This is an optimization exercise on Yosys and OpenROAD, whose aim is small area and a short achievable clock period, not a production implementation. No functional check of the RTL was part of any run shown here. Power figures rest on the tool's default switching activity, not on a simulated workload.

==> config.mk <==
export PLATFORM = sky130hd
export DESIGN_NAME = insn_fetch
export DESIGN_NICKNAME = insn_fetch
export VERILOG_FILES = /design/flow/design.v
export SDC_FILE = /design/flow/constraint.sdc
export NUM_CORES = 4
export LEC_CHECK = 0
export ABC_AREA = 1
export CAP_MARGIN = 20
export CORE_AREA = 3 3 497 81
export DIE_AREA = 0 0 500 84
export PLACE_DENSITY = 0.6
export SETUP_SLACK_MARGIN = 2.9
export SLEW_MARGIN = 20
export BUFFER_PORTS_ARGS = -buffer_cell sky130_fd_sc_hd__buf_1
export CTS_ARGS = -sink_clustering_enable -repair_clock_nets -sink_clustering_size 24 -sink_clustering_max_diameter 80 -buf_list sky130_fd_sc_hd__clkbuf_8 -dont_use_dummy_load
==> constraint.sdc <==
create_clock -name core_clock -period 8.0 [get_ports {clock}]
set_input_delay 1.6000 -clock core_clock [delete_from_list [all_inputs] [get_ports {clock}]]
set_output_delay 1.6000 -clock core_clock [all_outputs]
set_load 0.01 [all_outputs]
==> design.v <==
`timescale 1ns/1ps
`default_nettype none
module lane_predecode (
    input  logic [32-1:0] insn,
    output logic             jal,
    output logic             jalr,
    output logic             cond_branch
);
    assign jal         = insn[6:0] == 7'b1101111;
    assign jalr        = insn[6:0] == 7'b1100111;
    assign cond_branch = (insn[6:0] == 7'b1100011) & (insn[14:13] != 2'b01);
endmodule
`default_nettype wire
`timescale 1ns/1ps
`default_nettype none
module sk_add #(
    parameter int W = 32
) (
    input  logic [W-1:0] a,
    input  logic [W-1:0] b,
    output logic [W-1:0] y
);
    localparam int L = $clog2(W);
    logic [W-1:0] p [0:L];
    logic [W-1:0] g [0:L];
    assign p[0] = a ^ b;
    assign g[0] = a & b;
    for (genvar l = 0; l < L; l++) begin : g_lvl
        for (genvar i = 0; i < W; i++) begin : g_bit
            if (((i >> l) & 1) == 1) begin : g_op
                localparam int J = ((i >> l) << l) - 1;
                assign g[l+1][i] = g[l][i] | (p[l][i] & g[l][J]);
                assign p[l+1][i] = p[l][i] & p[l][J];
            end else begin : g_pass
                assign g[l+1][i] = g[l][i];
                assign p[l+1][i] = p[l][i];
            end
        end
    end
    assign y = p[0] ^ {g[L][W-2:0], 1'b0};
endmodule
module sk_inc #(
    parameter int W = 32
) (
    input  logic [W-1:0] a,
    input  logic         ci,
    output logic [W-1:0] y
);
    localparam int L = $clog2(W);
    logic [W-1:0] c [0:L];
    assign c[0] = a;
    for (genvar l = 0; l < L; l++) begin : g_lvl
        for (genvar i = 0; i < W; i++) begin : g_bit
            if (((i >> l) & 1) == 1) begin : g_op
                localparam int J = ((i >> l) << l) - 1;
                assign c[l+1][i] = c[l][i] & c[l][J];
            end else begin : g_pass
                assign c[l+1][i] = c[l][i];
            end
        end
    end
    assign y = a ^ ({c[L][W-2:0], 1'b1} & {W{ci}});
endmodule
`default_nettype wire
`timescale 1ns/1ps
`default_nettype none
module insn_fetch (
    input  logic                          clock,
    input  logic                          reset,
    input  logic [2*64-1:0]      data_read,       
    input  logic [1:0]                    return_valid,
    input  logic [2:0]                    insn_taken,      
    input  logic                          resolve_valid,   
    input  logic [32-1:0]              resolve_target,
    output logic [4-1:0]       lane_valid,
    output logic [4*32-1:0] lane_insn,       
    output logic [4*32-1:0] lane_pc,
    output logic [4*32-1:0] lane_npc,
    output logic [4*32-1:0] lane_pred_pc,
    output logic [4-1:0]       lane_jal,
    output logic [4-1:0]       lane_jalr,
    output logic [4-1:0]       lane_branch,
    output logic [4*32-1:0] lane_target,
    output logic [32-1:0]              read_addr,
    output logic                          read_valid
);
    logic [32-1:1] pc_q;
    logic [32-1:0] pc;
    logic [32-1:0] npc;
    logic             stall;
    logic [1:0]       rv_q;           
    logic [3:0][31:0] word;
    assign pc = {pc_q, 1'b0};
    logic [32-1:4] pc_hi;
    logic [32-1:4] pc_hi_inc;
    logic [3:0][31:0] lpc;            
    logic [3:0][31:0] lnpc;           
    assign pc_hi     = pc[32-1:4];
    sk_inc #(.W(32-4)) pc_hi_inc_i (.a(pc_hi), .ci(1'b1), .y(pc_hi_inc));
    logic [2:0] c_m;                  
    assign c_m[0] = pc[3] & pc[2];
    assign c_m[1] = pc[3];
    assign c_m[2] = pc[3] | pc[2];
    assign lpc[0]  = pc;
    assign lpc[1]  = {c_m[0] ? pc_hi_inc : pc_hi, pc[3] ^ pc[2], ~pc[2], pc[1:0]};
    assign lpc[2]  = {c_m[1] ? pc_hi_inc : pc_hi, ~pc[3], pc[2], pc[1:0]};
    assign lpc[3]  = {c_m[2] ? pc_hi_inc : pc_hi, ~(pc[3] ^ pc[2]), ~pc[2], pc[1:0]};
    assign lnpc[0] = lpc[1];
    assign lnpc[1] = lpc[2];
    assign lnpc[2] = lpc[3];
    assign lnpc[3] = {pc_hi_inc, pc[3:0]};
    logic [3:0] jal, jalr, br, ctrl, nz;
    for (genvar k = 0; k < 4; k++) begin : g_lane
        lane_predecode lane_predecode_i (
            .insn        (word[k]),
            .jal         (jal[k]),
            .jalr        (jalr[k]),
            .cond_branch (br[k])
        );
        assign ctrl[k] = jal[k] | jalr[k] | br[k];
        assign nz[k]   = |word[k];
    end
    logic [21:1] immj_q;
    logic [31:0] tgt;
    logic [31:1] tgt_hi;
    sk_add #(.W(31)) tgt_add_i (
        .a ({pc[31:3], 1'b0, pc[1]}),
        .b ({{10{immj_q[21]}}, immj_q}),
        .y (tgt_hi)
    );
    assign tgt = {tgt_hi, 1'b0};
    logic [3:0]  first;
    logic [3:0]  pred_en;
    logic        f_jal;
    logic        f_inc;
    logic [1:0]  f_lo;
    logic [31:0] pred;
    assign first[0] = ctrl[0];
    assign first[1] = ctrl[1] & ~ctrl[0];
    assign first[2] = ctrl[2] & ~ctrl[1] & ~ctrl[0];
    assign first[3] = ctrl[3] & ~ctrl[2] & ~ctrl[1] & ~ctrl[0];
    assign pred_en  = first & (jal | br);
    assign f_jal    = |(first & jal);
    assign f_inc    = |(first & {1'b1, c_m});
    assign f_lo     = ({2{first[0]}} & lnpc[0][3:2]) | ({2{first[1]}} & lnpc[1][3:2]) |
                      ({2{first[2]}} & lnpc[2][3:2]) | ({2{first[3]}} & lnpc[3][3:2]);
    assign pred[31:4] = ({28{f_jal}} & tgt[31:4]) | ({28{~f_jal & f_inc}} & pc_hi_inc) |
                        ({28{~f_jal & ~f_inc}} & pc_hi);
    assign pred[3:0]  = f_jal ? tgt[3:0] : {f_lo, pc[1:0]};
    for (genvar k = 0; k < 4; k++) begin : g_out
        assign lane_insn[32*k +: 32]    = word[k];
        assign lane_pc[32*k +: 32]      = lpc[k];
        assign lane_npc[32*k +: 32]     = lnpc[k];
        assign lane_target[32*k +: 32]  = tgt;
        assign lane_pred_pc[32*k +: 32] = {32{pred_en[k]}} & pred;
    end
    assign lane_jal    = jal;
    assign lane_jalr   = jalr;
    assign lane_branch = br;
    logic       go;
    logic [3:0] valid;
    assign go       = ~stall & ~resolve_valid;
    assign valid[0] = go & rv_q[0] & nz[0];
    assign valid[1] = valid[0] & ~ctrl[0] & nz[1] & (~pc[2] | rv_q[1]);
    assign valid[2] = valid[1] & ~ctrl[1] & nz[2] & rv_q[1];
    assign valid[3] = valid[2] & ~ctrl[2] & nz[3] & ~pc[2];
    assign lane_valid = valid;
    logic [3:0] last;                 
    assign last[0] = insn_taken == 3'd1;
    assign last[1] = insn_taken == 3'd2;
    assign last[2] = insn_taken == 3'd3;
    assign last[3] = insn_taken == 3'd4;
    logic hold_set;
    assign hold_set  = |(last & (jalr | br));
    logic [4:0]      itk;             
    logic [4:0]      k_t;             
    logic [4:0]      k_i;             
    logic [4:0][1:0] k_lo;            
    logic            sel_r, sel_t, sel_i, sel_p;
    logic [1:0]      seq_lo;
    for (genvar k = 0; k < 5; k++) begin : g_itk
        assign itk[k] = insn_taken == 3'(k);
    end
    assign k_t = {jal, 1'b0};
    assign k_i = {1'b1, c_m, 1'b0} & ~k_t;
    assign k_lo[0] = pc[3:2];
    assign k_lo[1] = {pc[3] ^ pc[2], ~pc[2]};
    assign k_lo[2] = {~pc[3], pc[2]};
    assign k_lo[3] = {~(pc[3] ^ pc[2]), ~pc[2]};
    assign k_lo[4] = pc[3:2];
    assign sel_r = resolve_valid;
    assign sel_t = ~resolve_valid & |(itk & k_t);
    assign sel_i = ~resolve_valid & |(itk & k_i);
    assign sel_p = ~resolve_valid & ~|(itk & (k_t | k_i));
    always_comb begin
        seq_lo = '0;
        for (int k = 0; k < 5; k++) seq_lo |= {2{itk[k]}} & k_lo[k];
    end
    assign npc[31:4] = ({28{sel_r}} & resolve_target[31:4]) | ({28{sel_t}} & tgt[31:4]) |
                       ({28{sel_i}} & pc_hi_inc) | ({28{sel_p}} & pc_hi);
    assign npc[3:2]  = ({2{sel_r}} & resolve_target[3:2]) | ({2{sel_t}} & tgt[3:2]) |
                       ({2{~sel_r & ~sel_t}} & seq_lo);
    assign npc[1:0]  = ({2{sel_r}} & resolve_target[1:0]) | ({2{sel_t}} & tgt[1:0]) |
                       ({2{~sel_r & ~sel_t}} & pc[1:0]);
    assign read_addr  = {npc[32-1:3], 3'b000};
    assign read_valid = ~stall;
    logic [3:0][31:0] raw;
    logic [3:0]       raw_ctrl;
    logic [3:1]       jsel;
    logic [31:0]      jword;
    logic [1:0]       jidx;
    logic [31:0]      jimm;
    logic [31:0]      imm0;
    logic [21:1]      immj1;
    logic [21:1]      immj_d;
    assign raw = data_read;
    for (genvar j = 0; j < 4; j++) begin : g_raw
        logic r_jal, r_jalr, r_br;
        lane_predecode raw_predecode_i (
            .insn        (raw[j]),
            .jal         (r_jal),
            .jalr        (r_jalr),
            .cond_branch (r_br)
        );
        assign raw_ctrl[j] = r_jal | r_jalr | r_br;
    end
    assign jsel[1] = raw_ctrl[1];
    assign jsel[2] = raw_ctrl[2] & ~raw_ctrl[1];
    assign jsel[3] = raw_ctrl[3] & ~raw_ctrl[2] & ~raw_ctrl[1];
    always_comb begin
        jword = '0;
        for (int j = 1; j < 4; j++) jword |= {32{jsel[j]}} & raw[j];
    end
    assign jidx = {jsel[3] | jsel[2], jsel[3] | jsel[1]};
    assign jimm = jword[3] ? {{12{jword[31]}}, jword[19:12], jword[20], jword[30:21], 1'b0}
                           : {{20{jword[31]}}, jword[7], jword[30:25], jword[11:8], 1'b0};
    assign imm0 = raw[0][3] ? {{12{raw[0][31]}}, raw[0][19:12], raw[0][20], raw[0][30:21], 1'b0}
                            : {{20{raw[0][31]}}, raw[0][7], raw[0][30:25], raw[0][11:8], 1'b0};
    logic [4:2] jlo;
    logic [21:4] jhi;
    assign jlo = {1'b0, jimm[3:2]} + {1'b0, jidx};
    sk_inc #(.W(18)) jhi_inc_i (.a(jimm[21:4]), .ci(jlo[4]), .y(jhi));
    assign immj1 = {jhi, jlo[3:2], jimm[1]};
    assign immj_d = (raw_ctrl[0] & ~npc[2]) ? imm0[21:1] : immj1;
    always_ff @(posedge clock) begin
        immj_q <= immj_d;
    end
    always_ff @(posedge clock) begin
        if (reset) begin
            pc_q  <= '0;
            stall <= 1'b0;
            rv_q  <= '0;
        end else begin
            pc_q  <= npc[32-1:1];
            stall <= resolve_valid ? 1'b0 : (stall | hold_set);
            rv_q  <= return_valid;
        end
    end
    always_ff @(posedge clock) begin
        word[0] <= npc[2] ? data_read[63:32]  : data_read[31:0];
        word[1] <= npc[2] ? data_read[95:64]  : data_read[63:32];
        word[2] <= npc[2] ? data_read[127:96] : data_read[95:64];
        word[3] <= data_read[127:96];
    end
endmodule
`default_nettype wire
==> flow/run.sh <==
#!/bin/bash
# Standard ORFS layout, with plain buf_1 cells as the port buffers and a clock
# tree of clkbuf_8 cells. Each ORFS step writes its own log under orfs/logs/;
# make's output goes to make.log.
set -euo pipefail
cat >> config.mk <<'EOC'
export BUFFER_PORTS_ARGS = -buffer_cell sky130_fd_sc_hd__buf_1
export CTS_ARGS = -sink_clustering_enable -repair_clock_nets -sink_clustering_size 24 -sink_clustering_max_diameter 80 -buf_list sky130_fd_sc_hd__clkbuf_8 -dont_use_dummy_load
EOC
bash standard.sh > make.log 2>&1
==> standard.sh <==
#!/bin/bash
# synth_recipe.tcl (not shown) runs the flow's synth.tcl, then flattens the netlist and writes it again
# the make line also repeats each setting of config.mk as NAME=value (left out here)
make -C /OpenROAD-flow-scripts/flow DESIGN_CONFIG=/design/flow/config.mk WORK_HOME=/design/flow/orfs CLKGATE_MAP_FILE= SYNTH_SCRIPT=/design/flow/synth_recipe.tcl "${@:-finish}"
==> metrics.md, run 1 <==
| Metric | Value |
|---|---|
| Critical Path AT | `3.45 ns` |
| Std-Cell Rows | `27` |
| Grt ovf | `0` |
| Post-route DRC | `0` |
| DR vias/cell | `5.18` |
| Transition time of the tightest slew-check pin | `between 1 and 1.5 ns` |
| Maximum VDD drop | `between 0.1 and 0.15 mV` |
| Final WS setup | `roughly 3 ns` |
| Worst-Skew Late Latency | `0.53 ns` |
| Root buffer cell | `clkbuf_8` |
| Compound-Gate Fraction of Synth Area | `0.117` |
| Status | `no timing/DRC/antenna violations` |
| Xor/xnor share of the synthesized area | `0.0207` |
| Simple-gate share of the synthesized area | `0.327` |
| Design area | `approximately 18,000 µm²` |
| First-pass GRT wire length | `around 110 mm` |
| Vias in the first global route | `around 16,000` |
| Area Overhead vs Synth | `19.2%` |
| Starting density of the core | `0.409` |
| Slowest library cell on the worst path | `buf_4` |
| Antenna Violating Nets Remaining | `0` |
| Worst slack at placement | `roughly 1.8 ns` |
| Total power | `between 2 and 2.5 mW` |
| Crit path from | `insn_taken[2]` |
| Most frequent cells in the layout | `821 x buf_1, 705 x nand2_1, 330 x inv_1` |
| Vias | `roughly 18,000` |
| Cell mode on critical path | `nand2_1` |
| Min Tclk post-route | `slightly above 5 ns` |
| Req. time, crit path | `around 6.4 ns` |
| RSZ-0062 raised after global routing | `true` |
| Switch Pwr | `approximately 1.1 mW` |
| Max Clk Rate | `around 0.20 GHz` |
| Hold/Removal Path Class | `flop to flop` |
| Sequential share of the synthesized area | `0.247` |
| Initial antenna violation count | `1` |
| Worst path cell trace | `clkbuf_2, inv_1, nand3_1, inv_1, nand2_1, nand2_1, nor2_2, nand2_1, nand2_4, clkinvlp_4, buf_4, a21oi_1, o21ai_1, clkbuf_2` |
| Clk_skew | `roughly 0.036 ns` |
| Commonest non-fill, non-tap cell in the layout | `buf_1` |
| Final Hold Fails | `0` |
| Mux contribution to synthesized area | `0` |
| CTS Buf Count | `17` |
| Unique cell type count in the Yosys netlist | `between 50 and 60` |
| Die Wd | `500 µm` |
| Post-Route WL | `about 76 mm` |
| Synth async-reset ratio | `0` |
| Core area | `~36,000 µm²` |
| Sequential Power Share | `0.437` |
| Worst R2R Start | `word[96]$_DFF_P_` |
| PortBufs | `approximately 840` |
| CTS Sinks | `183` |
| Crit path capture type | `output port` |
| Number of synthesized flops with an enable pin | `0` |
| Synth Area in Adders | `0.0396` |
| Die Y | `between 80 and 90 µm` |
| Synth Area per Inst | `6.24 µm²` |
| Mapped cell area | `roughly 15,000 µm²` |
| Largest family of logic cells by synthesized area | `simple AND/OR/NAND/NOR gates` |
| Clk pwr share | `0.225` |
| Worst path max stage delay | `0.22 ns` |
| P_leak | `slightly below 9 nW` |
| Post-DR wirelength/cell | `21.8 µm` |
| Placed cells | `about 3,400` |
| Clk buf depth | `2` |
| CP startpoint kind | `input port` |
| TNS Setup | `0 ns` |
| Layout cells sized above 1 | `0.0889` |
| Drt first-iter violations | `between 2,000 and 2,500` |
| Fin. max-slew vios | `0` |
| Fin cells | `between 3,000 and 4,000` |
| Combinational Power Share | `0.338` |
| Yosys reg bits | `approximately 180` |
| CP Max Fanout | `11` |
| Internal cell power | `about 1.4 mW` |
| Final Wtd Congestion | `around 0.98` |
| Setup violators final | `0` |
| GRT Total Usage | `0.337` |
| Total iterations of the first detailed-routing run | `7` |
| Clk slew on worst S/H paths | `roughly 0.090 ns` |
| Die ar. | `approximately 42,000 µm²` |
| Ys Warns | `8` |
| Placed Area | `about 16,000 µm²` |
| Switching share of power | `0.426` |
| Crit Path Class | `input port to output port` |
| Max Cap Viol | `0` |
| Hold path startpoint | `stall$_SDFF_PP0_` |
| Power Dens Cells | `roughly 140 nW/µm²` |
| CTS tree | `done` |
| HPWL after detailed placement | `59.5 mm` |
| Clock H-tree levels | `4` |
| Pin count of the biggest net entering global routing | `64` |
| Max transition margin | `0.272` |
| Nets | `about 3,200` |
| Syn Inst Count | `between 2,000 and 2,500` |
| Num ports | `857` |
| Final Cycle Share | `0.631` |
| Ys flop type | `dfxtp_1` |
state kept, by name, indices dropped and copies added, names as in the netlist:
| register | flops |
|---|---|
| word | 128 |
| rv_q | 2 |
| immj_q | 21 |
| stall | 1 |
| pc_q | 31 |
cell type report:
type	instances	area [µm²]
Fill cell	3933	18600
Sequential cell	183	3720
Inverter	352	1370
Timing Repair Buffer	895	3700
Timing Repair inverter	2	12.5
Antenna cell	4	10.0
Multi-Input combinational cell	1520	8000
Clock buffer	17	234
Tap cell	507	634
power groups by stage:
stage / clock network, mW / registers, mW / logic, mW
4_1_cts: 0.559 / 1.07 / 0.794
2_1_floorplan: 0 / 1.10 / 0.533
5_1_grt: 0.594 / 1.09 / 0.897
3_3_place_gp: 0 / 1.09 / 0.775
3_5_place_dp: 0 / 1.09 / 0.778
6_report: 0.557 / 1.08 / 0.835
logic make-up after synthesis:
family / after synthesis
other: 1
XOR/XNOR: 35
AO/OA/AOI/OAI: 312
adder cells (fa/ha/maj): 44
buffers and inverters: 696
flip-flops: 183
AND/OR/NAND/NOR: 1108
synthesized netlist by cell type (2+ instances only):
cell type,instances,area (µm²)
a211oi_1,3,22.5
buf_6,9,101
nand2_2,6,37.5
buf_4,260,1950
xor2_1,28,245
a21o_1,7,52.6
clkbuf_1,43,161
dfxtp_1,183,3660
nor2_1,109,409
nor3_2,2,20.0
o2111ai_1,3,26.3
a21oi_1,55,275
fa_1,5,100
a221oi_1,12,105
o211a_1,2,20.0
nor3_1,10,50.1
a31oi_1,7,43.8
xnor2_1,7,61.3
or2_2,2,12.5
inv_1,338,1270
o21ai_1,7,35.0
ha_1,39,488
nor4_1,33,206
nand4_1,33,206
nor3_4,2,32.5
nand3_1,136,681
a22oi_1,2,15.0
o221ai_1,3,26.3
nor2_2,10,62.6
clkinv_1,3,11.3
nand3b_1,3,22.5
nor2_4,5,56.3
buf_2,25,125
nand3_2,30,300
o21bai_1,4,30.0
nand2_1,722,2710
buf_1,7,26.3
inv_2,9,33.8
o21ai_0,187,936
o211ai_1,7,52.6
a21boi_0,2,15.0
o22ai_1,9,56.3
path summary, 6_finish.rpt:
check	end	cells past startpoint	slack, ns
setup / recovery	read_addr[18]	14	2.95
hold / removal	stall$_SDFF_PP0_	2	0.57
setup reg to reg	immj_q[21]$_DFF_P_	14	4.20
hold reg to reg	stall$_SDFF_PP0_	2	0.57
worst max-delay path: cells and delay by family:
kind	cells	cell delay, ns
AOI/OAI and AO/OA	2	0.29
buffers and inverters	6	0.74
and+or+nand+nor	6	0.81
routing by layer:
layer | GRT usage | share of wire
met2 | 0.473 | 0.41
met4 | 0.0524 | 0.013
met5 | 0 | 0
met1 | 0.472 | 0.45
met3 | 0.151 | 0.14
per-stage QoR:
| step | utilization | hold WS [ns] |
|---|---|---|
| CTS | 0.468 | 0.567 |
| global placement | 0.453 | 0.526 |
| global route | 0.487 | 0.614 |
| detailed placement | 0.453 | 0.545 |
| floorplan | - | 0.502 |
| finish | 0.488 | 0.569 |
what timing repair did:
| item | 4_1_cts | 5_1_grt |
|---|---|---|
| pin swaps | 6 | 18 |
| resized for setup | 59 | 105 |
| cloned | 3 | 2 |
| hold buffers | 0 | 0 |
| setup buffers | 16 | 32 |
| setup endpoints to repair | 287 | 175 |
==> run 2: changes to the inputs <==
--- a/design.v
+++ b/design.v
@@ -129,30 +129,12 @@
         .y (tgt_hi)
     );
     assign tgt = {tgt_hi, 1'b0};
-    logic [3:0]  first;
-    logic [3:0]  pred_en;
-    logic        f_jal;
-    logic        f_inc;
-    logic [1:0]  f_lo;
-    logic [31:0] pred;
-    assign first[0] = ctrl[0];
-    assign first[1] = ctrl[1] & ~ctrl[0];
-    assign first[2] = ctrl[2] & ~ctrl[1] & ~ctrl[0];
-    assign first[3] = ctrl[3] & ~ctrl[2] & ~ctrl[1] & ~ctrl[0];
-    assign pred_en  = first & (jal | br);
-    assign f_jal    = |(first & jal);
-    assign f_inc    = |(first & {1'b1, c_m});
-    assign f_lo     = ({2{first[0]}} & lnpc[0][3:2]) | ({2{first[1]}} & lnpc[1][3:2]) |
-                      ({2{first[2]}} & lnpc[2][3:2]) | ({2{first[3]}} & lnpc[3][3:2]);
-    assign pred[31:4] = ({28{f_jal}} & tgt[31:4]) | ({28{~f_jal & f_inc}} & pc_hi_inc) |
-                        ({28{~f_jal & ~f_inc}} & pc_hi);
-    assign pred[3:0]  = f_jal ? tgt[3:0] : {f_lo, pc[1:0]};
     for (genvar k = 0; k < 4; k++) begin : g_out
         assign lane_insn[32*k +: 32]    = word[k];
         assign lane_pc[32*k +: 32]      = lpc[k];
         assign lane_npc[32*k +: 32]     = lnpc[k];
         assign lane_target[32*k +: 32]  = tgt;
-        assign lane_pred_pc[32*k +: 32] = {32{pred_en[k]}} & pred;
+        assign lane_pred_pc[32*k +: 32] = ({32{jal[k]}} & tgt) | ({32{br[k]}} & lnpc[k]);
     end
     assign lane_jal    = jal;
     assign lane_jalr   = jalr;
@@ -256,11 +238,13 @@
             rv_q  <= return_valid;
         end
     end
+    logic [3:0][31:0] raw_q;
     always_ff @(posedge clock) begin
-        word[0] <= npc[2] ? data_read[63:32]  : data_read[31:0];
-        word[1] <= npc[2] ? data_read[95:64]  : data_read[63:32];
-        word[2] <= npc[2] ? data_read[127:96] : data_read[95:64];
-        word[3] <= data_read[127:96];
-    end
+        raw_q <= data_read;
+    end
+    assign word[0] = pc[2] ? raw_q[1] : raw_q[0];
+    assign word[1] = pc[2] ? raw_q[2] : raw_q[1];
+    assign word[2] = pc[2] ? raw_q[3] : raw_q[2];
+    assign word[3] = raw_q[3];
 endmodule
 `default_nettype wire
--- a/config.mk
+++ b/config.mk
@@ -10,7 +10,7 @@
 export CORE_AREA = 3 3 497 81
 export DIE_AREA = 0 0 500 84
 export PLACE_DENSITY = 0.6
-export SETUP_SLACK_MARGIN = 2.9
+export SETUP_SLACK_MARGIN = 2.8
 export SLEW_MARGIN = 20
 export BUFFER_PORTS_ARGS = -buffer_cell sky130_fd_sc_hd__buf_1
 export CTS_ARGS = -sink_clustering_enable -repair_clock_nets -sink_clustering_size 24 -sink_clustering_max_diameter 80 -buf_list sky130_fd_sc_hd__clkbuf_8 -dont_use_dummy_load
==> metrics.md, run 2 <==
| Metric | Value |
|---|---|
| Vias in the first global route | `around 16,000` |
| CP Max Fanout | `50` |
| Starting density of the core | `0.408` |
| Yosys top cell area share | `0.248` |
| Final Cycle Share | `0.649` |
| Synth Area per Inst | `approximately 6.4 µm²` |
| Total iterations of the first detailed-routing run | `6` |
| Top cells by count, synth | `613 x nand2_1, 308 x inv_1, 298 x buf_4, 211 x o21ai_0, 183 x dfxtp_1` |
| Hold WS | `roughly 0.63 ns` |
| Crit path capture type | `output port` |
| Area Overhead vs Synth | `14.0%` |
| Placed cells | `roughly 3,300` |
| Ys Warns | `8` |
| Worst-Skew Late Latency | `about 0.55 ns` |
| CTS Sinks | `183` |
| Maximum VDD drop | `slightly above 0.1 mV` |
| Most frequent cell after synthesis | `nand2_1` |
| Pin count of the biggest net entering global routing | `51` |
| CP startpoint kind | `flop` |
| First-pass GRT wire length | `roughly 110 mm` |
| Req. time, crit path | `between 6 and 7 ns` |
| Synth async-reset ratio | `0` |
| Status | `no timing/DRC/antenna violations` |
| Die Y | `between 80 and 90 µm` |
| Setup violators final | `0` |
| CTS tree | `done` |
| Unique cell type count in the Yosys netlist | `56` |
| Clk_skew | `0.0469 ns` |
| Post-Route WL | `between 70 and 80 mm` |
| HPWL after detailed placement | `a little over 60 mm` |
| CTS Buf Count | `17` |
| Ys flop type | `dfxtp_1` |
| Synth area leader | `dfxtp_1` |
| Root buffer cell | `clkbuf_8` |
| Transition time of the tightest slew-check pin | `1.17 ns` |
| Die Wd | `~500 µm` |
| Clk buf depth | `2` |
| Yosys reg bits | `roughly 180` |
| Power Dens Cells | `roughly 140 nW/µm²` |
| GRT Total Usage | `0.342` |
| Number of synthesized flops with an enable pin | `0` |
| Core area | `36,200 µm²` |
| Critical Path AT | `between 3 and 4 ns` |
| Grt ovf | `0` |
| Vias | `~18,000` |
| Min Tclk post-route | `roughly 5.2 ns` |
| Largest regs | `raw_q x128, pc_q x31, immj_q x21` |
| Multi-input logic area | `about 7700 µm²` |
| Hold/Removal Path Class | `flop to flop` |
| Post-DR wirelength/cell | `roughly 23 µm` |
| Most flops, register | `raw_q` |
| Fin cells | `3,338` |
| Max Cap Viol | `0` |
| Clock H-tree levels | `4` |
| Commonest non-fill, non-tap cell in the layout | `buf_1` |
| Sequential share of the synthesized area | `0.248` |
| PortBufs | `836` |
| Mapped cell area | `around 15,000 µm²` |
| Layout cells sized above 1 | `0.0587` |
| Fin. max-slew vios | `0` |
| Post-route DRC | `0` |
| CTS hold repair buffers | `0` |
| Nets | `just over 3,000` |
| Register area | `approximately 3700 µm²` |
| Antenna Violating Nets Remaining | `0` |
| FF-to-FF setup slack | `about 4.6 ns` |
| Syn Inst Count | `approximately 2,300` |
| Top cells by area, synth | `dfxtp_1 25%, nand2_1 16%, buf_4 15%, inv_1 7.8%, o21ai_0 7.1%` |
| Most frequent cells in the layout | `831 x buf_1, 604 x nand2_1, 304 x inv_1` |
| Die ar. | `42,000 µm²` |
| P_leak | `7.64 nW` |
| Fill count | `3,984` |
| Drt first-iter violations | `between 2,000 and 2,500` |
| Max Clk Rate | `between 0.15 and 0.2 GHz` |
| Crit Path Class | `flop to output port` |
| Clk slew on worst S/H paths | `around 0.080 ns` |
| Final Hold Fails | `0` |
| DR vias/cell | `5.35` |
| Num ports | `roughly 860` |
| Initial antenna violation count | `5` |
| TNS Setup | `0 ns` |
| Std-Cell Rows | `27` |
| Largest register FFs | `roughly 130` |
| RSZ-0062 raised after global routing | `true` |
| Max transition margin | `0.213` |
| Final Wtd Congestion | `around 1.0` |
==> run 2: cell types whose count changed in the layout (fill, tap and decap cells not counted), sizes merged, moves of 22 or more <==
cell	change
nand2	-112
nand3	-86
o21ai	+65
o22ai	+39
a21oi	-32
inv	-30
buf	-28
a22oi	+22
==> run 2: worst paths after layout <==
path,from,end,cells past startpoint
setup / recovery,pc_q[2]$_SDFF_PP0_,lane_pred_pc[93],10
hold / removal,stall$_SDFF_PP0_,stall$_SDFF_PP0_,2
setup reg to reg,pc_q[2]$_SDFF_PP0_,immj_q[18]$_DFF_P_,11
hold reg to reg,stall$_SDFF_PP0_,stall$_SDFF_PP0_,2
==> run 2: what timing repair did <==
item	CTS	global route
endpoints found under the setup margin	218	175
hold endpoints to repair	0	0
pin swaps	2	7
gates resized for setup	29	78
cloned	0	0
setup buffers	7	5
==> run 2: through the flow <==
step | area [µm²] | setup WS, ns | util | total power, mW
floorplan | 14800 | 3.37 | - | 1.60
global placement | 16200 | 2.18 | 0.446 | 1.81
detailed placement | 16200 | 2.10 | 0.446 | 1.81
CTS | 16600 | 2.73 | 0.458 | 2.34
global route | 16800 | 2.70 | 0.465 | 2.47
finish | 16800 | 2.80 | 0.465 | 2.38
==> run 2: logic make-up after synthesis <==
family	count (synthesis)	synth area share
and+or+nand+nor	944	0.276
buffers and inverters	695	0.257
AOI/OAI and AO/OA	413	0.161
DFF	183	0.248
adders and majority gates	44	0.0398
xor gates and xnor gates	17	0.0101
muxes	13	0.00881
other	1	0.000254
==> run 2: cell type report <==
type	instances	share of cell area
multi-input combinational	1450	0.454
sequential	183	0.219
timing repair buffer	865	0.205
inverter	315	0.0706
tap	507	0.0377
clock buffer	17	0.0139
antenna	1	0.000149
==> run 2: critical path, stage by stage (launching register included) <==
cell,delay [ns]
dfxtp_4,0.54
buf_12,0.27
o21ai_0,0.29
inv_1,0.22
nand3_1,0.10
nor3_1,0.29
and2_1,0.21
clkbuf_8,0.31
inv_1,0.26
o22ai_1,0.23
buf_1,0.24
==> run 2: where the power goes <==
group / internal (mW) / leakage, nW / total (mW) / switching, mW
Clock: 0.188 / 0.122 / 0.535 / 0.347
Sequential: 0.960 / 1.54 / 1.02 / 0.0588
Combinational: 0.227 / 5.98 / 0.823 / 0.596
Total: 1.37 / 7.64 / 2.38 / 1.00
==> run 2: routing by layer <==
layer,up-vias,global-route usage,routed length [µm]
met5,-,0,0
met4,0,0.0462,626
met3,64,0.126,10500
met2,1038,0.461,30200
met1,8623,0.512,34300
li1,8143,-,-
==> run 3: changes to the inputs <==
--- a/design.v
+++ b/design.v
@@ -60,6 +60,43 @@
         end
     end
     assign y = a ^ ({c[L][W-2:0], 1'b1} & {W{ci}});
+endmodule
+module bk_add #(
+    parameter int W = 32
+) (
+    input  logic [W-1:0] a,
+    input  logic [W-1:0] b,
+    output logic [W-1:0] y
+);
+    localparam int L = $clog2(W);
+    logic [W-1:0] p [0:2*L-1];
+    logic [W-1:0] g [0:2*L-1];
+    assign p[0] = a ^ b;
+    assign g[0] = a & b;
+    for (genvar l = 0; l < L; l++) begin : g_up
+        for (genvar i = 0; i < W; i++) begin : g_bit
+            if (((i + 1) % (2 << l)) == 0) begin : g_op
+                assign g[l+1][i] = g[l][i] | (p[l][i] & g[l][i-(1<<l)]);
+                assign p[l+1][i] = p[l][i] & p[l][i-(1<<l)];
+            end else begin : g_pass
+                assign g[l+1][i] = g[l][i];
+                assign p[l+1][i] = p[l][i];
+            end
+        end
+    end
+    for (genvar d = 0; d < L - 1; d++) begin : g_dn
+        localparam int LV = L - 2 - d;      
+        for (genvar i = 0; i < W; i++) begin : g_bit
+            if (((i + 1) % (2 << LV)) == (1 << LV) && i >= (2 << LV)) begin : g_op
+                assign g[L+d+1][i] = g[L+d][i] | (p[L+d][i] & g[L+d][i-(1<<LV)]);
+                assign p[L+d+1][i] = p[L+d][i] & p[L+d][i-(1<<LV)];
+            end else begin : g_pass
+                assign g[L+d+1][i] = g[L+d][i];
+                assign p[L+d+1][i] = p[L+d][i];
+            end
+        end
+    end
+    assign y = p[0] ^ {g[2*L-1][W-2:0], 1'b0};
 endmodule
 `default_nettype wire
 `timescale 1ns/1ps
@@ -123,7 +160,7 @@
     logic [21:1] immj_q;
     logic [31:0] tgt;
     logic [31:1] tgt_hi;
-    sk_add #(.W(31)) tgt_add_i (
+    bk_add #(.W(31)) tgt_add_i (
         .a ({pc[31:3], 1'b0, pc[1]}),
         .b ({{10{immj_q[21]}}, immj_q}),
         .y (tgt_hi)
@@ -238,13 +275,11 @@
             rv_q  <= return_valid;
         end
     end
-    logic [3:0][31:0] raw_q;
     always_ff @(posedge clock) begin
-        raw_q <= data_read;
-    end
-    assign word[0] = pc[2] ? raw_q[1] : raw_q[0];
-    assign word[1] = pc[2] ? raw_q[2] : raw_q[1];
-    assign word[2] = pc[2] ? raw_q[3] : raw_q[2];
-    assign word[3] = raw_q[3];
+        word[0] <= npc[2] ? data_read[63:32]  : data_read[31:0];
+        word[1] <= npc[2] ? data_read[95:64]  : data_read[63:32];
+        word[2] <= npc[2] ? data_read[127:96] : data_read[95:64];
+        word[3] <= data_read[127:96];
+    end
 endmodule
 `default_nettype wire
==> metrics.md, run 3 <==
| Metric | Value |
|---|---|
| Status | `no timing/DRC/antenna violations` |
| Area Overhead vs Synth | `16.0%` |
| CTS hold repair buffers | `0` |
| Transition time of the tightest slew-check pin | `roughly 1.1 ns` |
| First-pass GRT wire length | `between 100 and 150 mm` |
| Crit path from | `immj_q[11]$_DFF_P_` |
| Critical Path AT | `roughly 3.6 ns` |
| Cell mode on critical path | `nor2_2` |
| Worst path max stage delay | `a little under 0.6 ns` |
| RSZ-0062 raised after global routing | `true` |
| Root buffer cell | `clkbuf_8` |
| Vias | `around 17,000` |
| Total iterations of the first detailed-routing run | `6` |
| Starting density of the core | `0.395` |
| Max transition margin | `0.260` |
| Final Cycle Share | `0.650` |
| Ys flop type | `dfxtp_1` |
| Largest register FFs | `128` |
| Most flops, register | `word` |
| Most frequent cell after synthesis | `nand2_1` |
| Initial antenna violation count | `4` |
| Yosys top cell area share | `0.256` |
| Mapped cell area | `between 10,000 and 15,000 µm²` |
| Min Tclk post-route | `between 5 and 6 ns` |
| Commonest non-fill, non-tap cell in the layout | `buf_1` |
| Clk slew on worst S/H paths | `about 0.080 ns` |
| R2r worst-path depth | `17` |
| Top cells by area, synth | `dfxtp_1 26%, nand2_1 16%, buf_4 14%, o21ai_0 8.4%, inv_1 5.9%` |
| Most frequent cells in the layout | `825 x buf_1, 605 x nand2_1, 232 x o21ai_0` |
| Die ar. | `approximately 42,000 µm²` |
| CP startpoint kind | `flop` |
| Max Cap Viol | `0` |
| Core area | `roughly 36,000 µm²` |
| Sequential share of the synthesized area | `0.256` |
| HPWL after detailed placement | `around 61 mm` |
| FF-to-FF setup slack | `3.73 ns` |
| Layout cells sized above 1 | `0.0720` |
| Worst path cell trace | `ha_1, nand2_1, inv_1, nand2_1, nand2_1, a21oi_1, nand2_2, inv_1, nor2_2, nor2_2, nor2_2, nor2_2, fa_2, xor2_4, o211ai_1, nor2_1, inv_1, buf_1` |
| Power Dens Cells | `between 100 and 150 nW/µm²` |
| TNS Setup | `0 ns` |
| Die Wd | `500 µm` |
| Synth async-reset ratio | `0` |
| Fin. max-slew vios | `0` |
| Total power | `about 2.5 mW` |
| Pin count of the biggest net entering global routing | `68` |
| Nets | `~3,000` |
| Std-Cell Rows | `27` |
| DR vias/cell | `roughly 5.3` |
| GRT Total Usage | `0.346` |
| Clk buf depth | `2` |
| Hold path endpoint | `pc_q[15]$_SDFF_PP0_` |
| Post-route DRC | `0` |
| Ys Warns | `8` |
| Max Clk Rate | `0.192 GHz` |
| Top cells by count, synth | `608 x nand2_1, 265 x buf_4, 239 x o21ai_0, 224 x inv_1, 183 x dfxtp_1` |
| Hold/Removal Path Class | `flop to flop` |
| Yosys reg bits | `between 150 and 200` |
| Hold path startpoint | `pc_q[15]$_SDFF_PP0_` |
| RR Endpoint | `immj_q[21]$_DFF_P_` |
| Req. time, crit path | `between 6 and 7 ns` |
| Crit Path Class | `flop to output port` |
| Drt first-iter violations | `about 2,100` |
| Clk_skew | `0.0509 ns` |
| Final Hold Fails | `0` |
| Final Wtd Congestion | `about 1.0` |
| CTS Buf Count | `17` |
| Maximum VDD drop | `~0.082 mV` |
| Syn Inst Count | `between 2,000 and 2,500` |
| Slowest library cell on the worst path | `dfxtp_1` |
| Min-Delay Path Depth | `2` |
| CTS Sinks | `between 150 and 200` |
| Num ports | `approximately 860` |
| Post-DR wirelength/cell | `between 20 and 25 µm` |
| Antenna Violating Nets Remaining | `0` |
| Synth Area per Inst | `~6.6 µm²` |
| Grt ovf | `0` |
| Vias in the first global route | `15,200` |
| Die Y | `84 µm` |
| P_leak | `just over 7 nW` |
| Unique cell type count in the Yosys netlist | `62` |
| Number of synthesized flops with an enable pin | `0` |
| Synth area leader | `dfxtp_1` |
| Worst-Skew Late Latency | `0.54 ns` |
| CP Max Fanout | `4` |
| CTS tree | `done` |
| Post-Route WL | `around 76 mm` |
| Setup violators final | `0` |
| Crit path capture type | `output port` |
| Largest regs | `word x128, pc_q x31, immj_q x21` |
| PortBufs | `836` |
| Clock H-tree levels | `4` |
| Worst R2R Start | `word[33]$_DFF_P_` |
[run 3: cell count changes in the layout (fill, tap and decap cells not counted), moves of 15 or more]
cell | before | now
o2111ai_1 | 1 | 17
nor2_1 | 100 | 68
o21ai_1 | 55 | 20
a22oi_1 | 24 | 6
inv_1 | 304 | 221
o21ai_0 | 186 | 232
o21ai_2 | 16 | 1
[run 3: what timing repair did]
item / 4_1_cts / 5_1_grt
pin swaps: 6 / 7
buffers inserted: 5 / 6
gates cloned: 0 / 1
gates resized for setup: 41 / 60
setup endpoints to repair: 94 / 104
[run 3: critical path: cells and delay by family, from the launching register on]
family | cells | cell delay, ns
AO/OA/AOI/OAI | 2 | 0.30
XOR/XNOR | 1 | 0.24
flip-flops | 1 | 0.58
adder cells (fa/ha/maj) | 2 | 0.59
buffers and inverters | 4 | 0.39
AND/OR/NAND/NOR | 9 | 0.99
[run 3: cell families after synthesis]
kind of cell | Yosys count | share of synthesized area
simple gates | 912 | 0.285
buf+inv | 593 | 0.232
compound gates | 391 | 0.156
flops | 183 | 0.256
fa+ha+maj | 54 | 0.0551
xor+xnor | 23 | 0.0146
other cells | 1 | 0.000262
mux | 1 | 0.000700
[run 3: area by class of cell]
| class | instances | area (µm²) |
|---|---|---|
| timing repair buffer | 868 | 3460 |
| inverter | 238 | 928 |
| multi-input combinational | 1401 | 7630 |
| antenna | 3 | 7.51 |
| fill | 3983 | 19600 |
| sequential | 183 | 3700 |
| clock buffer | 17 | 234 |
| tap | 507 | 634 |
[run 3: layer usage]
metal / share of wire / GRT usage / vias to the layer above / wire length, µm
met4: 0.0091 / 0.0421 / 2 / 695
li1: - / - / 7814 / -
met2: 0.41 / 0.477 / 937 / 30900
met3: 0.13 / 0.114 / 63 / 9590
met5: 0.000092 / 0 / - / 7
met1: 0.46 / 0.520 / 8321 / 35000
[run 3: per-stage QoR]
step / setup WS [ns] / util / cells / cell area, µm² / hold WS [ns]
after floorplan: 3.38 / - / 2176 / 14400 / 0.620
after global placement: 2.41 / 0.439 / 3184 / 15900 / 0.644
after detailed placement: 2.34 / 0.439 / 3185 / 15900 / 0.657
after CTS: 2.73 / 0.451 / 3207 / 16400 / 0.678
after global routing: 2.70 / 0.458 / 3214 / 16600 / 0.713
final: 2.80 / 0.458 / 3217 / 16600 / 0.691
[run 3: worst max path at each step]
stage	to	slack, ns
6_report	read_addr[24]	2.80
4_1_cts	read_addr[14]	2.73
2_1_floorplan	read_addr[18]	3.38
3_5_place_dp	read_addr[18]	2.34
5_1_grt	read_addr[24]	2.70
3_3_place_gp	read_addr[15]	2.41
[run 3: report_power, final]
part,leakage (nW),total [mW],switching (mW),internal [mW]
clock network,0.122,0.542,0.354,0.188
logic,5.48,0.824,0.593,0.231
registers,1.54,1.08,0.0934,0.991
==> run 4: changes to the inputs <==
--- a/design.v
+++ b/design.v
@@ -60,43 +60,6 @@
         end
     end
     assign y = a ^ ({c[L][W-2:0], 1'b1} & {W{ci}});
-endmodule
-module bk_add #(
-    parameter int W = 32
-) (
-    input  logic [W-1:0] a,
-    input  logic [W-1:0] b,
-    output logic [W-1:0] y
-);
-    localparam int L = $clog2(W);
-    logic [W-1:0] p [0:2*L-1];
-    logic [W-1:0] g [0:2*L-1];
-    assign p[0] = a ^ b;
-    assign g[0] = a & b;
-    for (genvar l = 0; l < L; l++) begin : g_up
-        for (genvar i = 0; i < W; i++) begin : g_bit
-            if (((i + 1) % (2 << l)) == 0) begin : g_op
-                assign g[l+1][i] = g[l][i] | (p[l][i] & g[l][i-(1<<l)]);
-                assign p[l+1][i] = p[l][i] & p[l][i-(1<<l)];
-            end else begin : g_pass
-                assign g[l+1][i] = g[l][i];
-                assign p[l+1][i] = p[l][i];
-            end
-        end
-    end
-    for (genvar d = 0; d < L - 1; d++) begin : g_dn
-        localparam int LV = L - 2 - d;      
-        for (genvar i = 0; i < W; i++) begin : g_bit
-            if (((i + 1) % (2 << LV)) == (1 << LV) && i >= (2 << LV)) begin : g_op
-                assign g[L+d+1][i] = g[L+d][i] | (p[L+d][i] & g[L+d][i-(1<<LV)]);
-                assign p[L+d+1][i] = p[L+d][i] & p[L+d][i-(1<<LV)];
-            end else begin : g_pass
-                assign g[L+d+1][i] = g[L+d][i];
-                assign p[L+d+1][i] = p[L+d][i];
-            end
-        end
-    end
-    assign y = p[0] ^ {g[2*L-1][W-2:0], 1'b0};
 endmodule
 `default_nettype wire
 `timescale 1ns/1ps
@@ -160,7 +123,7 @@
     logic [21:1] immj_q;
     logic [31:0] tgt;
     logic [31:1] tgt_hi;
-    bk_add #(.W(31)) tgt_add_i (
+    sk_add #(.W(31)) tgt_add_i (
         .a ({pc[31:3], 1'b0, pc[1]}),
         .b ({{10{immj_q[21]}}, immj_q}),
         .y (tgt_hi)
@@ -191,36 +154,24 @@
     assign last[3] = insn_taken == 3'd4;
     logic hold_set;
     assign hold_set  = |(last & (jalr | br));
-    logic [4:0]      itk;             
-    logic [4:0]      k_t;             
-    logic [4:0]      k_i;             
-    logic [4:0][1:0] k_lo;            
-    logic            sel_r, sel_t, sel_i, sel_p;
-    logic [1:0]      seq_lo;
-    for (genvar k = 0; k < 5; k++) begin : g_itk
-        assign itk[k] = insn_taken == 3'(k);
-    end
-    assign k_t = {jal, 1'b0};
-    assign k_i = {1'b1, c_m, 1'b0} & ~k_t;
-    assign k_lo[0] = pc[3:2];
-    assign k_lo[1] = {pc[3] ^ pc[2], ~pc[2]};
-    assign k_lo[2] = {~pc[3], pc[2]};
-    assign k_lo[3] = {~(pc[3] ^ pc[2]), ~pc[2]};
-    assign k_lo[4] = pc[3:2];
-    assign sel_r = resolve_valid;
-    assign sel_t = ~resolve_valid & |(itk & k_t);
-    assign sel_i = ~resolve_valid & |(itk & k_i);
-    assign sel_p = ~resolve_valid & ~|(itk & (k_t | k_i));
-    always_comb begin
-        seq_lo = '0;
-        for (int k = 0; k < 5; k++) seq_lo |= {2{itk[k]}} & k_lo[k];
-    end
-    assign npc[31:4] = ({28{sel_r}} & resolve_target[31:4]) | ({28{sel_t}} & tgt[31:4]) |
-                       ({28{sel_i}} & pc_hi_inc) | ({28{sel_p}} & pc_hi);
-    assign npc[3:2]  = ({2{sel_r}} & resolve_target[3:2]) | ({2{sel_t}} & tgt[3:2]) |
-                       ({2{~sel_r & ~sel_t}} & seq_lo);
-    assign npc[1:0]  = ({2{sel_r}} & resolve_target[1:0]) | ({2{sel_t}} & tgt[1:0]) |
-                       ({2{~sel_r & ~sel_t}} & pc[1:0]);
+    logic t_lo, t_hi, sel_t;          
+    logic c_lo, c_hi, cy;             
+    logic [1:0] seq_lo;               
+    logic [1:0] s_lo, s_hi;
+    assign t_lo  = insn_taken[0] & jal[0];
+    assign t_hi  = insn_taken[0] ? jal[2] : jal[1];
+    assign sel_t = insn_taken[2] ? jal[3] : (insn_taken[1] ? t_hi : t_lo);
+    assign c_lo  = insn_taken[0] & c_m[0];
+    assign c_hi  = insn_taken[0] ? c_m[2] : c_m[1];
+    assign cy    = insn_taken[2] | (insn_taken[1] ? c_hi : c_lo);
+    assign s_lo   = insn_taken[0] ? lpc[1][3:2] : pc[3:2];
+    assign s_hi   = insn_taken[0] ? lpc[3][3:2] : lpc[2][3:2];
+    assign seq_lo = (insn_taken[1] & ~insn_taken[2]) ? s_hi : s_lo;
+    logic [31:0] npc_nr;              
+    assign npc_nr[31:4] = sel_t ? tgt[31:4] : (cy ? pc_hi_inc : pc_hi);
+    assign npc_nr[3:2]  = sel_t ? tgt[3:2] : seq_lo;
+    assign npc_nr[1:0]  = sel_t ? tgt[1:0] : pc[1:0];
+    assign npc = resolve_valid ? resolve_target : npc_nr;
     assign read_addr  = {npc[32-1:3], 3'b000};
     assign read_valid = ~stall;
     logic [3:0][31:0] raw;
==> flow/run.sh (replaced) <==
#!/bin/bash
# Standard ORFS layout, with plain buf_1 cells as the port buffers and a clock
# tree of clkbuf_8 cells. Each ORFS step writes its own log under orfs/logs/;
# make's output goes to make.log.
set -euo pipefail
cat >> config.mk <<'EOC'
export BUFFER_PORTS_ARGS = -buffer_cell sky130_fd_sc_hd__buf_1
export CTS_ARGS = -sink_clustering_enable -repair_clock_nets -sink_clustering_size 24 -sink_clustering_max_diameter 80 -buf_list {sky130_fd_sc_hd__clkbuf_8 sky130_fd_sc_hd__clkbuf_16} -dont_use_dummy_load
EOC
bash standard.sh > make.log 2>&1
--- a/config.mk
+++ b/config.mk
@@ -13,4 +13,4 @@
 export SETUP_SLACK_MARGIN = 2.8
 export SLEW_MARGIN = 20
 export BUFFER_PORTS_ARGS = -buffer_cell sky130_fd_sc_hd__buf_1
-export CTS_ARGS = -sink_clustering_enable -repair_clock_nets -sink_clustering_size 24 -sink_clustering_max_diameter 80 -buf_list sky130_fd_sc_hd__clkbuf_8 -dont_use_dummy_load
+export CTS_ARGS = -sink_clustering_enable -repair_clock_nets -sink_clustering_size 24 -sink_clustering_max_diameter 80 -buf_list {sky130_fd_sc_hd__clkbuf_8 sky130_fd_sc_hd__clkbuf_16} -dont_use_dummy_load
==> metrics.md, run 4 <==
| Metric | Value |
|---|---|
| Mapped cell area | `14,600 µm²` |
| First-pass GRT wire length | `~110 mm` |
| FF-to-FF setup slack | `about 3.5 ns` |
| GRT Total Usage | `0.367` |
| GRT busiest layer | `met1` |
| Std-Cell Rows | `27` |
| Most frequent cells in the layout | `828 x buf_1, 623 x nand2_1, 256 x o21ai_0` |
| Commonest non-fill, non-tap cell in the layout | `buf_1` |
| Synth async-reset ratio | `0` |
| HPWL after detailed placement | `64.6 mm` |
| CTS hold repair buffers | `0` |
| DR vias/cell | `about 5.4` |
| Max Cap Viol | `0` |
| Clk slew on worst S/H paths | `~0.06 ns` |
| Maximum VDD drop | `roughly 0.13 mV` |
| Crit path from | `pc_q[15]$_SDFF_PP0_` |
| Clock H-tree levels | `4` |
| Placed cells | `~3,300` |
| Max Clk Rate | `between 0.15 and 0.2 GHz` |
| Crit Path Class | `flop to output port` |
| Area Overhead vs Synth | `17.2%` |
| RSZ-0062 raised after global routing | `true` |
| Core area | `~36,000 µm²` |
| Nets | `about 3,100` |
| Clk buf depth | `2` |
| Pin count of the biggest net entering global routing | `roughly 110` |
| Worst R2R Start | `word[36]$_DFF_P_` |
| TNS Setup | `0 ns` |
| Antenna Violating Nets Remaining | `0` |
| Post-Route WL | `~80 mm` |
| Ys Warns | `8` |
| Final core occ | `0.473` |
| Initial antenna violation count | `8` |
| Grt ovf | `0` |
| Die Wd | `500 µm` |
| Req. time, crit path | `6.40 ns` |
| PortBufs | `between 800 and 900` |
| CTS Sinks | `between 150 and 200` |
| Num ports | `about 860` |
| Yosys top cell area share | `0.250` |
| Number of synthesized flops with an enable pin | `0` |
| Critical Path AT | `approximately 3.6 ns` |
| GR Util met3 | `0.114` |
| Vias | `18,300` |
| Synth Area per Inst | `about 6.4 µm²` |
| Fin. max-slew vios | `0` |
| Layout cells sized above 1 | `0.0725` |
| Most flops, register | `word` |
| Top cells by area, synth | `dfxtp_1 25%, nand2_1 16%, buf_4 14%, o21ai_0 9.2%, inv_1 6.2%` |
| Vias in the first global route | `between 15,000 and 20,000` |
| Power Dens Cells | `approximately 170 nW/µm²` |
| CP Max Fanout | `8` |
| P_leak | `7.49 nW` |
| Design area | `roughly 17,000 µm²` |
| Sequential share of the synthesized area | `0.250` |
| Ys flop type | `dfxtp_1` |
| Status | `no timing/DRC/antenna violations` |
| Die ar. | `~42,000 µm²` |
| CP startpoint kind | `flop` |
| Syn Inst Count | `~2,300` |
| Hold/Removal Path Class | `flop to flop` |
| Largest register FFs | `~130` |
| Final Hold Fails | `0` |
| Setup violators final | `0` |
| Total iterations of the first detailed-routing run | `7` |
| Yosys reg bits | `approximately 180` |
| CTS tree | `done` |
| Max transition margin | `0.218` |
| Met1 GRT Util | `0.562` |
| Fin cells | `3,367` |
| Min Tclk post-route | `a little over 5 ns` |
| Transition time of the tightest slew-check pin | `about 1.2 ns` |
| Clk_skew | `between 0.03 and 0.04 ns` |
| Die Y | `~84 µm` |
| Final Wtd Congestion | `a little over 1` |
| Starting density of the core | `0.404` |
| Largest regs | `word x128, pc_q x31, immj_q x21` |
| Top cells by count, synth | `630 x nand2_1, 268 x o21ai_0, 266 x buf_4, 240 x inv_1, 183 x dfxtp_1` |
| Synth area leader | `dfxtp_1` |
| Drt first-iter violations | `about 2,700` |
| Crit path capture type | `output port` |
| Placed Area | `approximately 16,000 µm²` |
| GR Util met2 | `0.501` |
| Most frequent cell after synthesis | `nand2_1` |
| Hold path startpoint | `stall$_SDFF_PP0_` |
| Final Cycle Share | `0.645` |
| Post-route DRC | `0` |
| Worst-Skew Late Latency | `around 0.49 ns` |
| Root buffer cell | `clkbuf_16` |
| CTS Buf Count | `17` |
| Unique cell type count in the Yosys netlist | `just under 60` |
| Post-DR wirelength/cell | `24.3 µm` |
[run 4: cell count changes after synthesis, sizes merged, moves of 10 or more]
cell and delta:
fa -10, o2111ai -20, o22ai -17, inv +19, and2 -16, a31oi -12
o21ai +58, a21oi +45, nor2 +28, o211ai +12, nand2 +27, nand3 +34
[run 4: logic make-up after synthesis]
kind of cell    count (synthesis)  synth area share
mux                             2           0.00137
compound gates                453             0.168
other cells                     1          0.000256
buf+inv                       611             0.234
xor+xnor                       21            0.0136
flops                         183             0.250
simple gates                  979             0.292
fa+ha+maj                      44            0.0402
[run 4: layer usage]
layer	vias up	share of wire
li1	8272	-
met2	1126	0.39
met4	4	0.0072
met1	8863	0.47
met5	-	0.00031
met3	56	0.13
[run 4: power breakdown]
part	internal, mW	switching [mW]
combinational	0.284	0.761
sequential	1.00	0.101
clock	0.371	0.396
total	1.66	1.26
[run 4: stage by stage]
step           hold WS, ns  total power [mW]  setup WS [ns]
6_report             0.548              2.91           2.84
5_1_grt              0.568              3.03           2.74
4_1_cts              0.557              2.86           2.78
3_5_place_dp         0.544              2.09           2.08
3_3_place_gp         0.533              2.09           2.04
2_1_floorplan        0.496              1.80           3.39
[run 4: repair_timing]
| action | 4_1_cts | 5_1_grt |
|---|---|---|
| pin swaps | 2 | 9 |
| endpoints found under the setup margin | 174 | 132 |
| buffers inserted | 7 | 19 |
| gates cloned | 1 | 3 |
| gates resized for setup | 30 | 70 |
[run 4: cell type report]
cell class	instances	area [µm²]
fillers	4051	19100
multi-input cells	1521	7890
flip-flops and latches	183	3690
repair buffers	878	3500
inverters	256	990
well taps	507	634
clock buffers	17	425
diodes	4	10.0
repair inverters	1	7.51
[run 4: worst paths after layout]
kind / endpoint / depth (start not counted)
max: lane_pred_pc[55] / 11
min: stall$_SDFF_PP0_ / 2
max reg2reg: immj_q[9]$_DFF_P_ / 14
min reg2reg: stall$_SDFF_PP0_ / 2
[run 4: worst max-delay path, stage by stage (launching register included)]
cell,delay (ns)
dfxtp_1,0.60
ha_1,0.31
inv_1,0.08
nor3_1,0.55
nand3_4,0.22
nand2_4,0.17
buf_12,0.13
nand3_1,0.08
nand3_1,0.12
nand2_1,0.21
o21ai_0,0.40
buf_1,0.22
==> run 5: changes to the inputs <==
--- a/design.v
+++ b/design.v
@@ -147,31 +147,30 @@
     assign valid[2] = valid[1] & ~ctrl[1] & nz[2] & rv_q[1];
     assign valid[3] = valid[2] & ~ctrl[2] & nz[3] & ~pc[2];
     assign lane_valid = valid;
-    logic [3:0] last;                 
-    assign last[0] = insn_taken == 3'd1;
-    assign last[1] = insn_taken == 3'd2;
-    assign last[2] = insn_taken == 3'd3;
-    assign last[3] = insn_taken == 3'd4;
+    logic [2:0] it;
+    assign it = insn_taken;
     logic hold_set;
-    assign hold_set  = |(last & (jalr | br));
-    logic t_lo, t_hi, sel_t;          
-    logic c_lo, c_hi, cy;             
-    logic [1:0] seq_lo;               
-    logic [1:0] s_lo, s_hi;
-    assign t_lo  = insn_taken[0] & jal[0];
-    assign t_hi  = insn_taken[0] ? jal[2] : jal[1];
-    assign sel_t = insn_taken[2] ? jal[3] : (insn_taken[1] ? t_hi : t_lo);
-    assign c_lo  = insn_taken[0] & c_m[0];
-    assign c_hi  = insn_taken[0] ? c_m[2] : c_m[1];
-    assign cy    = insn_taken[2] | (insn_taken[1] ? c_hi : c_lo);
-    assign s_lo   = insn_taken[0] ? lpc[1][3:2] : pc[3:2];
-    assign s_hi   = insn_taken[0] ? lpc[3][3:2] : lpc[2][3:2];
-    assign seq_lo = (insn_taken[1] & ~insn_taken[2]) ? s_hi : s_lo;
-    logic [31:0] npc_nr;              
-    assign npc_nr[31:4] = sel_t ? tgt[31:4] : (cy ? pc_hi_inc : pc_hi);
-    assign npc_nr[3:2]  = sel_t ? tgt[3:2] : seq_lo;
-    assign npc_nr[1:0]  = sel_t ? tgt[1:0] : pc[1:0];
-    assign npc = resolve_valid ? resolve_target : npc_nr;
+    logic sel_t;                      
+    logic cy;                         
+    logic [3:0] ctl;                  
+    assign ctl      = jalr | br;
+    assign hold_set = it[2] ? ctl[3] : (it[1] ? (it[0] ? ctl[2] : ctl[1]) : (it[0] & ctl[0]));
+    assign sel_t    = it[2] ? jal[3] : (it[1] ? (it[0] ? jal[2] : jal[1]) : (it[0] & jal[0]));
+    assign cy       = it[2] | (it[1] ? (it[0] ? c_m[2] : c_m[1]) : (it[0] & c_m[0]));
+    logic [1:0] seq_lo;
+    assign seq_lo[0] = pc[2] ^ it[0];
+    assign seq_lo[1] = pc[3] ^ it[1] ^ (pc[2] & it[0]);
+    logic sel_r, sel_tt, sel_i, sel_p;
+    assign sel_r  = resolve_valid;
+    assign sel_tt = ~resolve_valid & sel_t;
+    assign sel_i  = ~resolve_valid & ~sel_t & cy;
+    assign sel_p  = ~resolve_valid & ~sel_t & ~cy;
+    assign npc[31:4] = ({28{sel_r}} & resolve_target[31:4]) | ({28{sel_tt}} & tgt[31:4]) |
+                       ({28{sel_i}} & pc_hi_inc) | ({28{sel_p}} & pc_hi);
+    assign npc[3:2]  = ({2{sel_r}} & resolve_target[3:2]) | ({2{sel_tt}} & tgt[3:2]) |
+                       ({2{~sel_r & ~sel_t}} & seq_lo);
+    assign npc[1:0]  = ({2{sel_r}} & resolve_target[1:0]) | ({2{sel_tt}} & tgt[1:0]) |
+                       ({2{~sel_r & ~sel_t}} & pc[1:0]);
     assign read_addr  = {npc[32-1:3], 3'b000};
     assign read_valid = ~stall;
     logic [3:0][31:0] raw;
==> metrics.md, run 5 <==
| Metric | Value |
|---|---|
| Num ports | `approximately 860` |
| Post-DR wirelength/cell | `between 20 and 25 µm` |
| Std-Cell Rows | `27` |
| Fill count | `between 3,000 and 4,000` |
| Post-route DRC | `0` |
| RSZ-0062 raised after global routing | `true` |
| Core area | `36,200 µm²` |
| CTS hold repair buffers | `0` |
| Post-Route WL | `around 82 mm` |
| Final core occ | `0.468` |
| CP Max Fanout | `6` |
| CTS Sinks | `between 150 and 200` |
| Clk_skew | `0.0365 ns` |
| P_leak | `7.57 nW` |
| Number of synthesized flops with an enable pin | `0` |
| Maximum VDD drop | `0.117 mV` |
| Clk buf depth | `2` |
| Ys flop type | `dfxtp_1` |
| Min Tclk post-route | `5.12 ns` |
| Die ar. | `42,000 µm²` |
| Most frequent cell after synthesis | `nand2_1` |
| Pin count of the biggest net entering global routing | `a little under 80` |
| Largest register FFs | `128` |
| Sequential share of the synthesized area | `0.250` |
| Vias in the first global route | `approximately 16,000` |
| Grt ovf | `0` |
| Yosys top cell area share | `0.250` |
| Req. time, crit path | `between 6 and 7 ns` |
| Mapped cell area | `14,600 µm²` |
| Status | `no timing/DRC/antenna violations` |
| Critical Path AT | `3.52 ns` |
| Syn Inst Count | `approximately 2,300` |
| Die Y | `between 80 and 90 µm` |
| Ys Warns | `8` |
| Worst path cell trace | `buf_1, inv_2, nand2_1, nand3_1, nand3_2, nand2_2, nand2_2, nor2_4, clkinvlp_4, buf_4, o21ai_0, a21oi_1, nand2_1, clkbuf_2` |
| First-pass GRT wire length | `between 100 and 150 mm` |
| Clock H-tree levels | `4` |
| Synth async-reset ratio | `0` |
| Antenna Violating Nets Remaining | `0` |
| Crit path capture type | `output port` |
| Die Wd | `500 µm` |
| Synth Area per Inst | `between 6 and 7 µm²` |
| Area Overhead vs Synth | `15.7%` |
| Max transition margin | `0.421` |
| GRT Total Usage | `0.372` |
| Hold/Removal Path Class | `flop to flop` |
| Drt first-iter violations | `2,580` |
| Fin. max-slew vios | `0` |
| Setup violators final | `0` |
| Worst-Skew Late Latency | `between 0.4 and 0.5 ns` |
| Final Hold Fails | `0` |
| Layout cells sized above 1 | `0.0704` |
| Worst path max stage delay | `0.29 ns` |
| Unique cell type count in the Yosys netlist | `61` |
| Starting density of the core | `0.404` |
| Slowest library cell on the worst path | `clkinvlp_4` |
| CTS tree | `done` |
| Total iterations of the first detailed-routing run | `6` |
| Most frequent cells in the layout | `833 x buf_1, 696 x nand2_1, 249 x o21ai_0` |
| CP startpoint kind | `input port` |
| Final Wtd Congestion | `approximately 1.0` |
| Root buffer cell | `clkbuf_16` |
| Max Clk Rate | `between 0.15 and 0.2 GHz` |
| Crit Path Class | `input port to output port` |
| Max Cap Viol | `0` |
| CTS Buf Count | `17` |
| PortBufs | `~840` |
| Nets | `slightly above 3,000` |
| Clk slew on worst S/H paths | `approximately 0.090 ns` |
| Total power | `approximately 2.8 mW` |
| Transition time of the tightest slew-check pin | `0.862 ns` |
| Top cells by area, synth | `dfxtp_1 25%, nand2_1 18%, buf_4 14%, o21ai_0 9.0%, inv_1 5.9%` |
| Commonest non-fill, non-tap cell in the layout | `buf_1` |
| Power Dens Cells | `between 150 and 200 nW/µm²` |
| Synth area leader | `dfxtp_1` |
| Initial antenna violation count | `4` |
| Largest regs | `word x128, pc_q x31, immj_q x21` |
| Vias | `~18,000` |
| Most flops, register | `word` |
| Yosys reg bits | `183` |
| HPWL after detailed placement | `approximately 67 mm` |
| Final Cycle Share | `0.640` |
| DR vias/cell | `5.40` |
| Top cells by count, synth | `698 x nand2_1, 264 x buf_4, 263 x o21ai_0, 232 x inv_1, 183 x dfxtp_1` |
| TNS Setup | `0 ns` |
run 5: cell count changes in the layout (fill, tap and decap cells not counted), moves of 10 or more:
cell	delta
o21ai_1	-25
nand2_1	+73
a21oi_1	-19
o211ai_1	-16
nand3_1	-21
buf_4	-11
a31oi_1	+12
or2_2	+11
o22ai_1	+10
nor2_1	-32
run 5: layout make-up:
cell class / instances / area, µm² / area share
Tap cell: 507 / 634 / 0.0374
Clock buffer: 17 / 425 / 0.0251
Multi-Input combinational cell: 1512 / 7850 / 0.463
Inverter: 250 / 968 / 0.0571
Timing Repair Buffer: 865 / 3370 / 0.199
Antenna cell: 1 / 2.50 / 0.000148
Timing Repair inverter: 1 / 7.51 / 0.000443
Sequential cell: 183 / 3690 / 0.218
run 5: report_power, final:
group	leakage (nW)	total, mW	switching [mW]	internal (mW)
sequential	1.54	1.10	0.103	0.998
combinational	5.83	0.921	0.678	0.243
clock	0.209	0.789	0.416	0.373
run 5: per-stage QoR:
step | instances | setup WS [ns] | area (µm²) | hold WS (ns)
final | 3336 | 2.88 | 16900 | 0.578
after global routing | 3336 | 2.79 | 16900 | 0.585
after CTS | 3326 | 2.77 | 16700 | 0.581
after detailed placement | 3308 | 2.33 | 16300 | 0.566
after global placement | 3308 | 2.32 | 16300 | 0.570
after floorplan | 2299 | 3.46 | 14700 | 0.530
run 5: timing repair:
action,in CTS,in global routing
gates resized for setup,19,54
cloned,0,1
setup endpoints to repair,158,99
buffers inserted,1,8
pin swaps,1,5
run 5: final timing paths:
check / start / endpoint / slack [ns] / cells past startpoint
hold reg to reg: stall$_SDFF_PP0_ / stall$_SDFF_PP0_ / 0.58 / 2
setup / recovery: insn_taken[0] / read_addr[24] / 2.88 / 14
hold / removal: stall$_SDFF_PP0_ / stall$_SDFF_PP0_ / 0.58 / 2
setup reg to reg: word[67]$_DFF_P_ / immj_q[15]$_DFF_P_ / 4.46 / 18
run 5: metal layers:
metal | part of all wire | global-route usage
met1 | 0.45 | 0.560
met2 | 0.39 | 0.495
met3 | 0.15 | 0.145
met4 | 0.0058 | 0.0370
met5 | 0.00016 | 0
run 5: cell families after synthesis:
group	synth area share
flip-flops	0.250
XOR/XNOR	0.00777
multiplexers	0.00137
AO/OA/AOI/OAI	0.155
AND/OR/NAND/NOR	0.315
other	0.000256
buffers and inverters	0.229
adder cells (fa/ha/maj)	0.0410
run 5: worst max-delay path, delay by kind of cell:
kind / cells / cell delay, ns
compound gates: 2 / 0.23
buf+inv: 5 / 0.86
simple gates: 7 / 0.84

-- afterwards: timing with drivers on the ports --
How much do the figures lean on ideal ports? The routed layouts below were timed once more, with nothing changed but the port constraints. Step 1 (the two cells are an assumption about what drives the block):
set clk [get_ports {clock}]
set_driving_cell -lib_cell sky130_fd_sc_hd__clkbuf_16 $clk
set_driving_cell -lib_cell sky130_fd_sc_hd__buf_2 [delete_from_list [all_inputs] $clk]
Step 2 moves the port delays by t, midway between the first and last clock arrival at a register: inputs arrive t later, outputs are due t later. That takes back most of the time a late clock gives input paths. a / b / c = ideal ports / drivers / drivers and shift; a / b = the first two.
run | t (ns) | setup WS [ns] | worst setup path after step 2
run 1 | 0.568 | 2.951 / 2.896 / 2.549 | input to register
run 2 | 0.595 | 2.804 / 2.737 / 2.326 | input to register
run 3 | 0.586 | 2.800 / 2.728 / 2.538 | input to register
run 4 | 0.545 | 2.842 / 2.766 / 2.375 | input to register
run 5 | 0.528 | 2.880 / 2.829 / 2.476 | input to register
After both steps every run listed still meets setup and hold. For run 2, which loses most, drivers alone change the setup slack by -0.067 ns; drivers and shift together by -0.478 ns.
